This design comes from an exercise in tuning for small area, a short achievable clock period and few clock cycles per item on the open sky130 flow, not from production work.
Only simulation tests tie the RTL to the original design; equivalence was not proved.
Power figures rest on the tool's default switching activity, not on a simulated workload.

run A:
// calendar_time_to_rtc_registers_unit
module calendar_time_to_rtc_registers_unit (
    input  wire logic                 i_clk,
    input  wire logic                 i_rst_n,
    input  wire logic                 i_in_valid,
    output logic                      o_in_stall,
    input  wire logic [37:0]          i_in_item,
    output logic                      o_out_valid,
    input  wire logic                 i_out_stall,
    output logic      [41:0]          o_out_item
);
    ctrr_pkg::t_in_item  w_in;
    ctrr_pkg::t_out_item w_o;
    assign w_in = ctrr_pkg::t_in_item'(i_in_item);
    logic r_v;
    assign o_in_stall  = r_v && i_out_stall;
    assign o_out_valid = r_v;
    always_ff @(posedge i_clk) begin
        if (!i_rst_n) r_v <= 1'b0;
        else          r_v <= i_in_valid || (r_v && i_out_stall);
    end
    logic [2:0] w_m5;
    logic       w_ylow;
    logic [2:0] w_h, w_dm;
    logic       w_c1, w_lp, w_early;
    ctrr_year_a u_year_a (.i_y(w_in.year), .o_m5(w_m5), .o_ylow(w_ylow));
    ctrr_dm    u_dm    (.i_d(w_in.day), .i_m(w_in.month), .i_yl(w_in.year[3:0]), .o_r(w_dm), .o_early(w_early));
    ctrr_ypart_e u_ypart_e (.i_y(w_in.year), .i_early(w_early), .o_h(w_h), .o_c1(w_c1), .o_lp(w_lp));
    logic [5:0] r_sec, r_min;
    logic [4:0] r_hr, r_day;
    logic [3:0] r_mon;
    logic [7:0] r_y;
    logic [2:0] r_m5;
    logic       r_ylow;
    logic [2:0] r_h, r_dm;
    logic       r_c1, r_lp;
    always_ff @(posedge i_clk) begin
        if (i_in_valid && !o_in_stall) begin
            r_sec  <= w_in.seconds;
            r_min  <= w_in.minutes;
            r_hr   <= w_in.hours;
            r_day  <= w_in.day;
            r_mon  <= w_in.month;
            r_y    <= w_in.year[7:0];
            r_m5   <= w_m5;
            r_ylow <= w_ylow;
            r_h    <= w_h;
            r_dm   <= w_dm;
            r_c1   <= w_c1;
            r_lp   <= w_lp;
        end
    end
    logic [2:0] w_sec_t, w_min_t, w_hr_t, w_day_t, w_mon_t;
    logic [3:0] w_sec_o, w_min_o, w_hr_o, w_day_o, w_mon_o;
    logic [2:0] w_wd;
    logic [7:0] w_yb;
    ctrr_year_b u_year_b (.i_m5(r_m5), .i_ylow(r_ylow), .i_y(r_y), .o_yb(w_yb));
    ctrr_bcd2 u_bcd_sec (.i_value(r_sec),          .o_tens(w_sec_t), .o_ones(w_sec_o));
    ctrr_bcd2 u_bcd_min (.i_value(r_min),          .o_tens(w_min_t), .o_ones(w_min_o));
  ...
For scale: roughly 670 cells after synthesis, ~86 I/O pins, ~4400 um^2 of cells after synthesis.
Settings: LEC_CHECK=0, CAP_MARGIN=20, CORE_MARGIN=2, CORE_UTILIZATION=40, SLEW_MARGIN=20; clock period 6.0 ns.
standard.sh (not shown) runs the stock make flow with config.mk's settings and CLKGATE_MAP_FILE= SYNTH_SCRIPT=/design/flow/synth_recipe.tcl, a recipe that flattens the netlist after the stock synthesis.
==> flow/flow/run.sh <==
#!/bin/bash
# Layout flow: the standard synthesis; then the combinational logic is
# mapped again by ABC (registers, their names and cell types are kept as the
# standard synthesis made them): the cones that drive the outputs with one
# delay target, the rest with another; then the standard layout from
# floorplan to finish, with the settings in params.sh.
set -euo pipefail
F=$(pwd)/flow
R=orfs/results/$FLOW_PLATFORM/calendar_time_to_rtc_registers_unit/base
LIB=$FLOW_HOME/platforms/$FLOW_PLATFORM/lib/sky130_fd_sc_hd__tt_025C_1v80.lib
D_OUT=1200
D_IN=2000
SIZE=0
FINISH_ARGS=()
[ -f $F/params.sh ] && source $F/params.sh

bash standard.sh synth > synth.log 2>&1

cp $R/1_2_yosys.v std_1_2_yosys.v
python3 $F/mkcells.py $LIB std_1_2_yosys.v cells.v > mkcells.log 2>&1
mkscript() {  # delay target, output file
  local sz=""
  [ "$SIZE" = 1 ] && sz="buffer -p\nupsize -D $1\ndnsize -D $1"
  sed -e "s/@D@/$1/" -e "s/@SIZE@/$sz/" $F/map.abc.in > $2
}
mkscript $D_OUT map_out.abc
mkscript $D_IN map_in.abc
FF=$(grep -o "sky130_fd_sc_hd__[a-z0-9_]*df[a-z0-9_]*" std_1_2_yosys.v | sort -u | sed 's/^/:-/' | tr -d '\n')
ABC="abc -liberty $LIB $(cat $F/du.txt) -constr $F/abc.constr"
yosys -l resynth.log -p "read_verilog cells.v; read_verilog std_1_2_yosys.v; hierarchy -top $FLOW_TOP; flatten; techmap; opt -fast -purge; select -set outc o:o_out_item o:o_in_stall %u o:o_out_valid %u %ci*$FF; select -set outg @outc t:\$_* %i; $ABC -script map_out.abc @outg; select -clear; $ABC -script map_in.abc; opt_clean -purge; hilomap -singleton -hicell sky130_fd_sc_hd__conb_1 HI -locell sky130_fd_sc_hd__conb_1 LO; insbuf -buf sky130_fd_sc_hd__buf_4 A X; splitnets; opt_clean -purge; hierarchy -top $FLOW_TOP; stat -liberty $LIB; write_verilog -noattr -noexpr -nohex -nodec -selected resynth.v" > /dev/null 2>&1
python3 $F/checkregs.py std_1_2_yosys.v resynth.v > checkregs.log 2>&1
cp resynth.v $R/1_2_yosys.v
rm -f $R/1_synth.odb $R/1_synth.sdc
bash standard.sh "${FINISH_ARGS[@]}" finish > finish.log 2>&1
==> flow/flow/params.sh <==
SIZE=1
D_OUT=1200
D_IN=2000
FINISH_ARGS=(BUFFER_PORTS_ARGS="-buffer_cell sky130_fd_sc_hd__buf_2" SETUP_SLACK_MARGIN=2.7 TNS_END_PERCENT=10)
Other scripts of this flow, unchanged in this note and not shown: flow/flow/abc.constr, flow/flow/checkregs.py, flow/flow/du.txt, flow/flow/map.abc.in, flow/flow/mkcells.py
Testbench counts of run A, summed over its fixed seeds: cycles 16,008, items 16,000.
Here is what was changed in the inputs of run B compared with run A.
==> flow/flow/params.sh <==
SIZE=1
D_OUT=1200
D_IN=2000
FINISH_ARGS=(BUFFER_PORTS_ARGS="-buffer_cell sky130_fd_sc_hd__buf_2" SETUP_SLACK_MARGIN=2.6)
### Flow results
The worst setup path category comes out input port to flop in one run and flop to output port in the other, namely in run B and run A respectively.
Run A → run B: switching power summed over all nets went up 0.011 mW; total chip power shows an increase of 1.7%; net switching share of the total power saw an increase.
Row final standard cell area without fillers: run B higher / run A lower
[inputs] run C vs run B
==> flow/flow/params.sh <==
SIZE=1
D_OUT=1200
D_IN=2000
FINISH_ARGS=(BUFFER_PORTS_ARGS="-buffer_cell sky130_fd_sc_hd__buf_1" SETUP_SLACK_MARGIN=2.5)
--- outcome ---
- Any difference in power of the sequential group between run C and run B is small enough to ignore.
- Comparing run C against run B, there is no change at all in instance count along the most critical hold path.
- Run comparison: run B critical path class input port to flop; run C critical path class flop to output port
- Global-route wire length before repair in run C vs run B: down 0.88%
- When run C is set beside run B, its critical path data required time turns out to be 1.22 ns smaller.
- Taking run B as the reference, in run C share of cells above drive strength 1 went down, portion of the clock cycle consumed by the worst path in the final layout went up, sequential cell count did not really move.
- Via count: run C and run B compared, higher one is run B
- Against run B, run C reports a total of clock buffers placed in the layout that is lower.
- A startpoint of the most critical setup path of i_in_item[18] is what run B shows, while r_dm[2]$_DFFE_PP_ belongs to run C.

separate check: timing with driven ports:
Ports are ideal in the flow. The routed layouts listed here were re-timed in OpenROAD. Step 1, drivers: a clkbuf_16 drives i_clk and a buf_2 each remaining input, both assumed. Step 2 also shifts input and output timing later by t, the mid clock arrival at the registers, as if the neighbouring blocks saw the same clock. Three values: no drivers, after step 1, after step 2; two values: the first two.
run	t, ns	setup slack, ns	slew at the worst register clock pin (ns)
run A	0.321	2.682 / 2.651 / 2.383	0.09 / 0.09
run B	0.322	2.707 / 2.679 / 2.386	0.09 / 0.09
run C	0.324	2.627 / 2.597 / 2.375	0.09 / 0.09
After both steps setup and hold are still met in every run listed. The setup slack of run B, which loses most, moves by -0.028 ns with the drivers and by -0.321 ns with both steps.
